Background: an optimization exercise with open tools, aiming at small area and a short achievable clock period. Do not read the settings as production practice.
Where RTL was checked, it was by simulation tests only, not by an equivalence proof against the original.
Power and IR drop assume default switching activity.

==> 03-18: inputs <==
==> flow/design.v <==
package fsmc_rd_pkg;
  localparam int unsigned ADDR_DATA    = 0;
  localparam int unsigned ADDR_LEVEL   = 1;
  localparam int unsigned ADDR_STATUS  = 2;
  localparam int unsigned ADDR_CTRL    = 3;
  localparam int unsigned ADDR_ID      = 4;
  localparam int unsigned ADDR_SCRATCH = 5;
  localparam logic [15:0] ID_VALUE = 16'h23A5;
  localparam int unsigned CTRL_CAPTURE_BIT = 0;
  localparam int unsigned CTRL_FLUSH_BIT   = 1;
  localparam int unsigned CTRL_OVF_CLR_BIT = 2;
  localparam logic [1:0] StIdle  = 2'd0;
  localparam logic [1:0] StRead  = 2'd1;
  localparam logic [1:0] StWrite = 2'd2;
endpackage
module sync_fifo #(
  parameter int unsigned WIDTH = 16,
  parameter int unsigned DEPTH = 256
) (
  input  logic                       sys_clk,
  input  logic                       rst_n,
  input  logic                       push,
  input  logic [WIDTH-1:0]           din,
  input  logic                       pop,
  input  logic                       flush,
  output logic [WIDTH-1:0]           dout,
  output logic [$clog2(DEPTH):0]     level,
  output logic                       full,
  output logic                       empty
);
  localparam int unsigned AW    = $clog2(DEPTH);
  localparam int unsigned LVL_W = AW + 1;
  logic [WIDTH-1:0] mem_q [DEPTH];
  logic [AW-1:0]    wr_ptr_q;
  logic [15:0]      rd_lo_q, rd_hi_q;
  logic [LVL_W-1:0] level_q;
  logic [WIDTH-1:0] head_q, next_q;
  logic             do_push, do_pop, one;
  logic [DEPTH-1:0] rsel;
  logic [WIDTH-1:0] rword;
  localparam int unsigned NLEAF = (DEPTH + 2) / 3;
  logic [WIDTH-1:0][NLEAF-1:0] leaf_n;
  for (genvar i = 0; i < DEPTH; i++) begin : g_sel
    assign rsel[i] = rd_hi_q[i / 16] & rd_lo_q[i % 16];
  end
  for (genvar b = 0; b < WIDTH; b++) begin : g_bit
    for (genvar k = 0; k < NLEAF; k++) begin : g_leaf
      logic [2:0] s, d;
      for (genvar j = 0; j < 3; j++) begin : g_in
        if (3 * k + j < DEPTH) begin : g_used
          assign s[j] = rsel[3*k+j];
          assign d[j] = mem_q[3*k+j][b];
        end else begin : g_pad
          assign s[j] = 1'b0;
          assign d[j] = 1'b0;
        end
      end
      fifo_aoi3 u_aoi (.s(s), .d(d), .y_n(leaf_n[b][k]));
    end
    assign rword[b] = ~&leaf_n[b];
  end
  assign full    = level_q[AW];
  assign empty   = (level_q == '0);
  assign one     = (level_q == LVL_W'(1));
  assign do_pop  = pop & ~empty;
  assign do_push = push & (~full | do_pop);
  assign dout    = empty ? '0 : head_q;
  assign level   = level_q;
  always_ff @(posedge sys_clk or negedge rst_n) begin
    if (!rst_n) begin
      wr_ptr_q <= '0;
      rd_lo_q  <= 16'h0002;
      rd_hi_q  <= 16'h0001;
      level_q  <= '0;
    end else if (flush) begin
      wr_ptr_q <= '0;
      rd_lo_q  <= 16'h0002;
      rd_hi_q  <= 16'h0001;
      level_q  <= '0;
    end else begin
      if (do_push) wr_ptr_q <= wr_ptr_q + 1'b1;
      if (do_pop) begin
        rd_lo_q <= {rd_lo_q[14:0], rd_lo_q[15]};
        if (rd_lo_q[15]) rd_hi_q <= {rd_hi_q[14:0], rd_hi_q[15]};
      end
      unique case ({do_push, do_pop})
        2'b10:   level_q <= level_q + 1'b1;
        2'b01:   level_q <= level_q - 1'b1;
        default: level_q <= level_q;
      endcase
    end
  end
  always_ff @(posedge sys_clk) begin
    if (do_pop && !one)  head_q <= next_q;
    else if (do_pop || empty) head_q <= din;
    if (push && one) next_q <= din;
    else             next_q <= rword;
  end
  always_ff @(posedge sys_clk) begin
    mem_q[wr_ptr_q] <= din;
  end
endmodule
module fifo_aoi3 (
  input  logic [2:0] s,
  input  logic [2:0] d,
  output logic       y_n
);
  assign y_n = ~|(s & d);
endmodule
module fsmc_rd_slave #(
  parameter int unsigned ADDR_W = 4,
  parameter int unsigned DEPTH  = 256
) (
  input  logic              sys_clk,
  input  logic              rst_n,
  input  logic [15:0]       smp_data,
  input  logic              smp_valid,
  input  logic              fsmc_ne,
  input  logic              fsmc_noe,
  input  logic              fsmc_nwe,
  input  logic [ADDR_W-1:0] fsmc_a,
  input  logic [15:0]       fsmc_db_i,
  output logic [15:0]       fsmc_db_o,
  output logic              fsmc_db_oe,
  output logic              capture_en,
  output logic              fifo_ovf
);
  localparam int unsigned LVL_W = $clog2(DEPTH) + 1;
  logic [1:0]        ne_sync_q, noe_sync_q, nwe_sync_q;
  logic              ne_s, noe_s, nwe_s;
  logic [1:0]        state_q, state_d;
  logic              rd_enter, rd_exit, wr_exit;
  logic              a_data_q, a_ctrl_q;
  logic [2:0]        wdata_q;
  logic [15:0]       dout_q, rd_data;
  logic              oe_q, capture_en_q, ovf_q;
  logic              ctrl_wr, flush, ovf_clr, push, pop, overflow;
  logic [15:0]       fifo_dout;
  logic [LVL_W-1:0]  fifo_level;
  logic              fifo_full, fifo_empty;
  always_ff @(posedge sys_clk or negedge rst_n) begin
    if (!rst_n) begin
      ne_sync_q  <= 2'b11;
      noe_sync_q <= 2'b11;
      nwe_sync_q <= 2'b11;
    end else begin
      ne_sync_q  <= {ne_sync_q[0], fsmc_ne};
      noe_sync_q <= {noe_sync_q[0], fsmc_noe};
      nwe_sync_q <= {nwe_sync_q[0], fsmc_nwe};
    end
  end
  assign ne_s  = ne_sync_q[1];
  assign noe_s = noe_sync_q[1];
  assign nwe_s = nwe_sync_q[1];
  always_comb begin
    state_d  = state_q;
    rd_enter = 1'b0;
    rd_exit  = 1'b0;
    wr_exit  = 1'b0;
    case (state_q)
      fsmc_rd_pkg::StIdle: begin
        if (!ne_s && !noe_s) begin
          state_d  = fsmc_rd_pkg::StRead;
          rd_enter = 1'b1;
        end else if (!ne_s && !nwe_s) begin
          state_d = fsmc_rd_pkg::StWrite;
        end
      end
      fsmc_rd_pkg::StRead: begin
        if (ne_s || noe_s) begin
          state_d = fsmc_rd_pkg::StIdle;
          rd_exit = 1'b1;
        end
      end
      fsmc_rd_pkg::StWrite: begin
        if (ne_s || nwe_s) begin
          state_d = fsmc_rd_pkg::StIdle;
          wr_exit = 1'b1;
        end
      end
      default: state_d = fsmc_rd_pkg::StIdle;
    endcase
  end
  always_comb begin
    rd_data = '0;
    if (fsmc_a == ADDR_W'(fsmc_rd_pkg::ADDR_DATA)) begin
      rd_data = fifo_dout;
    end else if (fsmc_a == ADDR_W'(fsmc_rd_pkg::ADDR_LEVEL)) begin
      rd_data = 16'(fifo_level);
    end else if (fsmc_a == ADDR_W'(fsmc_rd_pkg::ADDR_STATUS)) begin
      rd_data = {13'b0, ovf_q, fifo_full, fifo_empty};
    end else if (fsmc_a == ADDR_W'(fsmc_rd_pkg::ADDR_CTRL)) begin
      rd_data = {15'b0, capture_en_q};
    end else if (fsmc_a == ADDR_W'(fsmc_rd_pkg::ADDR_ID)) begin
      rd_data = fsmc_rd_pkg::ID_VALUE;
    end
  end
  always_comb begin
    ctrl_wr  = wr_exit && a_ctrl_q;
    flush    = ctrl_wr && wdata_q[fsmc_rd_pkg::CTRL_FLUSH_BIT];
    ovf_clr  = ctrl_wr && wdata_q[fsmc_rd_pkg::CTRL_OVF_CLR_BIT];
    pop      = rd_exit && a_data_q;
    push     = smp_valid && capture_en_q;
    overflow = push && fifo_full && !pop && !flush;
  end
  always_ff @(posedge sys_clk or negedge rst_n) begin
    if (!rst_n) begin
      state_q      <= fsmc_rd_pkg::StIdle;
      a_data_q     <= 1'b1;
      a_ctrl_q     <= 1'b0;
      wdata_q      <= '0;
      dout_q       <= '0;
      oe_q         <= 1'b0;
      capture_en_q <= 1'b0;
      ovf_q        <= 1'b0;
    end else begin
      state_q <= state_d;
      oe_q    <= (state_d == fsmc_rd_pkg::StRead);
      if (state_q == fsmc_rd_pkg::StIdle && state_d != fsmc_rd_pkg::StIdle) begin
        a_data_q <= (fsmc_a == ADDR_W'(fsmc_rd_pkg::ADDR_DATA));
        a_ctrl_q <= (fsmc_a == ADDR_W'(fsmc_rd_pkg::ADDR_CTRL));
      end
      if (state_q == fsmc_rd_pkg::StWrite) wdata_q <= fsmc_db_i[2:0];
      if (rd_enter) dout_q <= rd_data;
      if (ctrl_wr) capture_en_q <= wdata_q[fsmc_rd_pkg::CTRL_CAPTURE_BIT];
      if (overflow) begin
        ovf_q <= 1'b1;
      end else if (ovf_clr) begin
        ovf_q <= 1'b0;
      end
    end
  end
  sync_fifo #(
    .WIDTH (16),
    .DEPTH (DEPTH)
  ) u_fifo (
    .sys_clk (sys_clk),
    .rst_n   (rst_n),
    .push    (push),
    .din     (smp_data),
    .pop     (pop),
    .flush   (flush),
    .dout    (fifo_dout),
    .level   (fifo_level),
    .full    (fifo_full),
    .empty   (fifo_empty)
  );
  assign fsmc_db_o  = dout_q;
  assign fsmc_db_oe = oe_q;
  assign capture_en = capture_en_q;
  assign fifo_ovf   = ovf_q;
endmodule
==> flow/run.sh <==
#!/bin/bash
# synth_recipe.tcl (not shown) runs the flow's synth.tcl, then flattens the netlist and writes it again
# the make line also repeats each setting of config.mk as NAME=value (left out here)
make -C /OpenROAD-flow-scripts/flow DESIGN_CONFIG=/design/flow/config.mk WORK_HOME=/design/flow/orfs CLKGATE_MAP_FILE= SYNTH_SCRIPT=/design/flow/synth_recipe.tcl finish
==> flow/config.mk <==
export PLATFORM = sky130hd
export DESIGN_NAME = fsmc_rd_slave
export DESIGN_NICKNAME = fsmc_rd_slave
export VERILOG_FILES = /design/flow/design.v
export SDC_FILE = /design/flow/constraint.sdc
export NUM_CORES = 4
export LEC_CHECK = 0
export CAP_MARGIN = 20
export CORE_MARGIN = 2
export CORE_UTILIZATION = 65
export SETUP_SLACK_MARGIN = 5
export SLEW_MARGIN = 20
export SYNTH_HIERARCHICAL = 1
export SYNTH_MINIMUM_KEEP_SIZE = 0
==> flow/constraint.sdc <==
create_clock -name core_clock -period 8.0 [get_ports {sys_clk}]
set_input_delay 1.6000 -clock core_clock [delete_from_list [all_inputs] [get_ports {sys_clk}]]
set_output_delay 1.6000 -clock core_clock [all_outputs]
set_load 0.01 [all_outputs]
==> 08-27 (differences from 03-18) <==
==> flow/design.v, changed modules only <==
module sync_fifo #(
  parameter int unsigned WIDTH = 16,
  parameter int unsigned DEPTH = 256
) (
  input  logic                       sys_clk,
  input  logic                       rst_n,
  input  logic                       push,
  input  logic [WIDTH-1:0]           din,
  input  logic                       pop,
  input  logic                       flush,
  output logic [WIDTH-1:0]           dout,
  output logic [$clog2(DEPTH):0]     level,
  output logic                       full,
  output logic                       empty
);
  localparam int unsigned AW    = $clog2(DEPTH);
  localparam int unsigned LVL_W = AW + 1;
  localparam int unsigned NGRP  = 4;
  localparam int unsigned GW    = DEPTH / NGRP;
  localparam int unsigned NLEAF = (GW + 2) / 3;
  logic [DEPTH-1:0][WIDTH-1:0] mem_q;
  logic [DEPTH-1:0] wsel;
  logic [AW-1:0]    wr_ptr_q;
  logic [15:0]      rd_lo_q, rd_hi_q;
  logic [LVL_W-1:0] level_q;
  logic [WIDTH-1:0] head_q, next_q, byp_q, rword;
  logic             byv_q;
  logic             do_push, do_pop, one, two;
  logic [DEPTH-1:0] rsel;
  logic [NGRP-1:0][WIDTH-1:0] grp_d, grp_q;
  logic [NGRP-1:0][NLEAF*3-1:0]            s_pad;
  logic [NGRP-1:0][NLEAF*3-1:0][WIDTH-1:0] d_pad;
  logic [NGRP-1:0][NLEAF-1:0][WIDTH-1:0]   leaf_n;
  for (genvar i = 0; i < DEPTH; i++) begin : g_sel
    assign rsel[i] = rd_hi_q[i / 16] & rd_lo_q[i % 16];
  end
  for (genvar g = 0; g < NGRP; g++) begin : g_grp
    assign s_pad[g] = (NLEAF*3)'(rsel[g*GW +: GW]);
    assign d_pad[g] = (NLEAF*3*WIDTH)'(mem_q[g*GW +: GW]);
    for (genvar k = 0; k < NLEAF; k++) begin : g_leaf
      for (genvar b = 0; b < WIDTH; b++) begin : g_bit
        fifo_aoi3 u_aoi (
          .s   (s_pad[g][3*k +: 3]),
          .d   ({d_pad[g][3*k+2][b], d_pad[g][3*k+1][b], d_pad[g][3*k][b]}),
          .y_n (leaf_n[g][k][b])
        );
      end
    end
    always_comb begin
      grp_d[g] = '1;
      for (int k = 0; k < NLEAF; k++) grp_d[g] = grp_d[g] & leaf_n[g][k];
      grp_d[g] = ~grp_d[g];
    end
  end
  always_comb begin
    rword = '0;
    for (int g = 0; g < NGRP; g++) rword = rword | grp_q[g];
  end
  assign full    = level_q[AW];
  assign empty   = (level_q == '0);
  assign one     = (level_q == LVL_W'(1));
  assign two     = (level_q == LVL_W'(2));
  assign do_pop  = pop & ~empty;
  assign do_push = push & (~full | do_pop);
  assign dout    = empty ? '0 : head_q;
  assign level   = level_q;
  always_ff @(posedge sys_clk or negedge rst_n) begin
    if (!rst_n) begin
      wr_ptr_q <= '0;
      rd_lo_q  <= 16'h0004;
      rd_hi_q  <= 16'h0001;
      level_q  <= '0;
    end else if (flush) begin
      wr_ptr_q <= '0;
      rd_lo_q  <= 16'h0004;
      rd_hi_q  <= 16'h0001;
      level_q  <= '0;
    end else begin
      if (do_push) wr_ptr_q <= wr_ptr_q + 1'b1;
      if (do_pop) begin
        rd_lo_q <= {rd_lo_q[14:0], rd_lo_q[15]};
        if (rd_lo_q[15]) rd_hi_q <= {rd_hi_q[14:0], rd_hi_q[15]};
      end
      unique case ({do_push, do_pop})
        2'b10:   level_q <= level_q + 1'b1;
        2'b01:   level_q <= level_q - 1'b1;
        default: level_q <= level_q;
      endcase
    end
  end
  always_ff @(posedge sys_clk) begin
    if (do_pop && !one) head_q <= next_q;
    else if (do_pop || empty) head_q <= din;
    if (do_pop) begin
      if (push && two) next_q <= din;
      else if (byv_q)  next_q <= byp_q;
      else             next_q <= rword;
    end else if (push && one) begin
      next_q <= din;
    end
    grp_q <= grp_d;
    byp_q <= din;
    byv_q <= push && two;
  end
  always_comb begin
    wsel = '0;
    wsel[wr_ptr_q] = 1'b1;
  end
  for (genvar i = 0; i < DEPTH; i++) begin : g_word
    always_ff @(posedge sys_clk) begin
      if (wsel[i]) mem_q[i] <= din;
    end
  end
endmodule
CORE_UTILIZATION = 40   (was 65)
==> 08-25 (differences from 03-18) <==
==> flow/design.v, changed modules only <==
module sync_fifo #(
  parameter int unsigned WIDTH = 16,
  parameter int unsigned DEPTH = 256
) (
  input  logic                       sys_clk,
  input  logic                       rst_n,
  input  logic                       push,
  input  logic [WIDTH-1:0]           din,
  input  logic                       pop,
  input  logic                       flush,
  output logic [WIDTH-1:0]           dout,
  output logic [$clog2(DEPTH):0]     level,
  output logic                       full,
  output logic                       empty
);
  localparam int unsigned AW    = $clog2(DEPTH);
  localparam int unsigned LVL_W = AW + 1;
  logic [WIDTH-1:0] mem_q [DEPTH];
  logic [AW-1:0]    wr_ptr_q, rd_ptr_q;
  logic [LVL_W-1:0] level_q;
  logic             do_push, do_pop;
  assign full    = (level_q == LVL_W'(DEPTH));
  assign empty   = (level_q == '0);
  assign do_pop  = pop & ~empty;
  assign do_push = push & (~full | do_pop);
  assign dout    = mem_q[rd_ptr_q];
  assign level   = level_q;
  always_ff @(posedge sys_clk or negedge rst_n) begin
    if (!rst_n) begin
      wr_ptr_q <= '0;
      rd_ptr_q <= '0;
      level_q  <= '0;
    end else if (flush) begin
      wr_ptr_q <= '0;
      rd_ptr_q <= '0;
      level_q  <= '0;
    end else begin
      if (do_push) wr_ptr_q <= wr_ptr_q + 1'b1;
      if (do_pop)  rd_ptr_q <= rd_ptr_q + 1'b1;
      unique case ({do_push, do_pop})
        2'b10:   level_q <= level_q + 1'b1;
        2'b01:   level_q <= level_q - 1'b1;
        default: level_q <= level_q;
      endcase
    end
  end
  always_ff @(posedge sys_clk) begin
    if (do_push && !flush) mem_q[wr_ptr_q] <= din;
  end
endmodule
module fsmc_rd_slave #(
  parameter int unsigned ADDR_W = 4,
  parameter int unsigned DEPTH  = 256
) (
  input  logic              sys_clk,
  input  logic              rst_n,
  input  logic [15:0]       smp_data,
  input  logic              smp_valid,
  input  logic              fsmc_ne,
  input  logic              fsmc_noe,
  input  logic              fsmc_nwe,
  input  logic [ADDR_W-1:0] fsmc_a,
  input  logic [15:0]       fsmc_db_i,
  output logic [15:0]       fsmc_db_o,
  output logic              fsmc_db_oe,
  output logic              capture_en,
  output logic              fifo_ovf
);
  localparam int unsigned LVL_W = $clog2(DEPTH) + 1;
  logic [1:0]        ne_sync_q, noe_sync_q, nwe_sync_q;
  logic              ne_s, noe_s, nwe_s;
  logic [1:0]        state_q, state_d;
  logic              rd_enter, rd_exit, wr_exit;
  logic [ADDR_W-1:0] addr_q;
  logic [15:0]       wdata_q, dout_q, rd_data;
  logic              oe_q, capture_en_q, ovf_q;
  logic              ctrl_wr, flush, ovf_clr, push, pop, overflow;
  logic [15:0]       fifo_dout;
  logic [LVL_W-1:0]  fifo_level;
  logic              fifo_full, fifo_empty;
  always_ff @(posedge sys_clk or negedge rst_n) begin
    if (!rst_n) begin
      ne_sync_q  <= 2'b11;
      noe_sync_q <= 2'b11;
      nwe_sync_q <= 2'b11;
    end else begin
      ne_sync_q  <= {ne_sync_q[0], fsmc_ne};
      noe_sync_q <= {noe_sync_q[0], fsmc_noe};
      nwe_sync_q <= {nwe_sync_q[0], fsmc_nwe};
    end
  end
  assign ne_s  = ne_sync_q[1];
  assign noe_s = noe_sync_q[1];
  assign nwe_s = nwe_sync_q[1];
  always_comb begin
    state_d  = state_q;
    rd_enter = 1'b0;
    rd_exit  = 1'b0;
    wr_exit  = 1'b0;
    case (state_q)
      fsmc_rd_pkg::StIdle: begin
        if (!ne_s && !noe_s) begin
          state_d  = fsmc_rd_pkg::StRead;
          rd_enter = 1'b1;
        end else if (!ne_s && !nwe_s) begin
          state_d = fsmc_rd_pkg::StWrite;
        end
      end
      fsmc_rd_pkg::StRead: begin
        if (ne_s || noe_s) begin
          state_d = fsmc_rd_pkg::StIdle;
          rd_exit = 1'b1;
        end
      end
      fsmc_rd_pkg::StWrite: begin
        if (ne_s || nwe_s) begin
          state_d = fsmc_rd_pkg::StIdle;
          wr_exit = 1'b1;
        end
      end
      default: state_d = fsmc_rd_pkg::StIdle;
    endcase
  end
  logic unused_wdata;
  assign unused_wdata = ^wdata_q[15:3];
  always_comb begin
    rd_data = '0;
    if (fsmc_a == ADDR_W'(fsmc_rd_pkg::ADDR_DATA)) begin
      rd_data = fifo_empty ? 16'h0000 : fifo_dout;
    end else if (fsmc_a == ADDR_W'(fsmc_rd_pkg::ADDR_LEVEL)) begin
      rd_data = 16'(fifo_level);
    end else if (fsmc_a == ADDR_W'(fsmc_rd_pkg::ADDR_STATUS)) begin
      rd_data = {13'b0, ovf_q, fifo_full, fifo_empty};
    end else if (fsmc_a == ADDR_W'(fsmc_rd_pkg::ADDR_CTRL)) begin
      rd_data = {15'b0, capture_en_q};
    end else if (fsmc_a == ADDR_W'(fsmc_rd_pkg::ADDR_ID)) begin
      rd_data = fsmc_rd_pkg::ID_VALUE;
    end
  end
  always_comb begin
    ctrl_wr  = wr_exit && (addr_q == ADDR_W'(fsmc_rd_pkg::ADDR_CTRL));
    flush    = ctrl_wr && wdata_q[fsmc_rd_pkg::CTRL_FLUSH_BIT];
    ovf_clr  = ctrl_wr && wdata_q[fsmc_rd_pkg::CTRL_OVF_CLR_BIT];
    pop      = rd_exit && (addr_q == ADDR_W'(fsmc_rd_pkg::ADDR_DATA)) && !fifo_empty;
    push     = smp_valid && capture_en_q;
    overflow = push && fifo_full && !pop && !flush;
  end
  always_ff @(posedge sys_clk or negedge rst_n) begin
    if (!rst_n) begin
      state_q      <= fsmc_rd_pkg::StIdle;
      addr_q       <= '0;
      wdata_q      <= '0;
      dout_q       <= '0;
      oe_q         <= 1'b0;
      capture_en_q <= 1'b0;
      ovf_q        <= 1'b0;
    end else begin
      state_q <= state_d;
      oe_q    <= (state_d == fsmc_rd_pkg::StRead);
      if (state_q == fsmc_rd_pkg::StIdle && state_d != fsmc_rd_pkg::StIdle) addr_q <= fsmc_a;
      if (state_q == fsmc_rd_pkg::StWrite) wdata_q <= fsmc_db_i;
      if (rd_enter) dout_q <= rd_data;
      if (ctrl_wr) capture_en_q <= wdata_q[fsmc_rd_pkg::CTRL_CAPTURE_BIT];
      if (overflow) begin
        ovf_q <= 1'b1;
      end else if (ovf_clr) begin
        ovf_q <= 1'b0;
      end
    end
  end
  sync_fifo #(
    .WIDTH (16),
    .DEPTH (DEPTH)
  ) u_fifo (
    .sys_clk (sys_clk),
    .rst_n   (rst_n),
    .push    (push),
    .din     (smp_data),
    .pop     (pop),
    .flush   (flush),
    .dout    (fifo_dout),
    .level   (fifo_level),
    .full    (fifo_full),
    .empty   (fifo_empty)
  );
  assign fsmc_db_o  = dout_q;
  assign fsmc_db_oe = oe_q;
  assign capture_en = capture_en_q;
  assign fifo_ovf   = ovf_q;
endmodule
// module fifo_aoi3 removed
CORE_UTILIZATION = 40   (was 65)
SETUP_SLACK_MARGIN = not set   (was 5)
SYNTH_HIERARCHICAL = not set   (was 1)
SYNTH_MINIMUM_KEEP_SIZE = not set   (was 0)
==> summary.txt <==
Floorplanning
  • Well Taps: 5,242

Power
  • Comb power frac: between 10% and 20%
  • Leak Pwr: 54.8 nW
  • Total sequential power: about 0.024 W

Finish
  • Share of layout cells above drive strength 1: 28.3%

Critical path
  • Levels on crit path: 7

Outcome
  • Status: finished clean
the above is filed under 08-25

==> summary.txt <==
Power
  • Total sequential power: 0.0245 W
  • Leak Pwr: 53.7 nW
  • Comb power frac: 2.5%

Finish
  • Final nets: about 8,000
  • Share of layout cells above drive strength 1: 17.0%
  • Final core utilization: 75.0%

Routing
  • WL met2: 196,000 microns
  • DR pass1 iterations: 15

Floorplanning
  • Well Taps: ~3,000

Outcome
  • Status: finished clean
the above is filed under 03-18

==> summary.txt <==
Critical path
  • Levels on crit path: 1

Power
  • Total sequential power: 0.0254 W
  • Leak Pwr: 57.4 nW

Outcome
  • Status: finished clean

Yosys
  • Synthesized area: 151,000 sq um
  • EDFF count, synth: 4,128

Routing
  • Via count: a little under 90,000
  • 1st-iter DRT viols: 16,800

Floorplanning
  • Initial core utilization: approximately two fifths

Finish
  • Fin cells: 13,800
the above is filed under 08-27

No functional check of the RTL was part of 03-18.

==> afterwards: timing with drivers on the ports <==
The flow's constraints put no driver on any port. The routed layouts listed below were extracted and timed again, unchanged, in two steps. Step 1 (the two cells are an assumption about what drives the block):
set clk [get_ports {sys_clk}]
set_driving_cell -lib_cell sky130_fd_sc_hd__clkbuf_16 $clk
set_driving_cell -lib_cell sky130_fd_sc_hd__buf_2 [delete_from_list [all_inputs] $clk]
Step 2 adds t to the input delays and takes it off the output delays; t is the mean of the earliest and latest rising clock arrival at the registers after step 1. Input paths then give back, and output paths get back, about the clock's delay inside the block. a / b / c = ideal / step 1 / step 2; a / b = the first two.
run | shift t [ns] | setup slack, ns | slew at the worst register clock pin (ns) | worst slew at a driven data input, ns
03-18 | 1.067 | 4.002 / 4.002 / 4.002 | 0.07 / 0.07 | 0.12
08-27 | 1.083 | 4.631 / 4.503 / 4.038 | 0.07 / 0.07 | 0.10
08-25 | 1.069 | 2.488 / 2.488 / 1.603 | 0.07 / 0.07 | 0.15
After both steps setup and hold are still met in every run listed. The setup slack of 08-25, which loses most, moves by 0.000 ns with the drivers and by -0.885 ns with both steps.
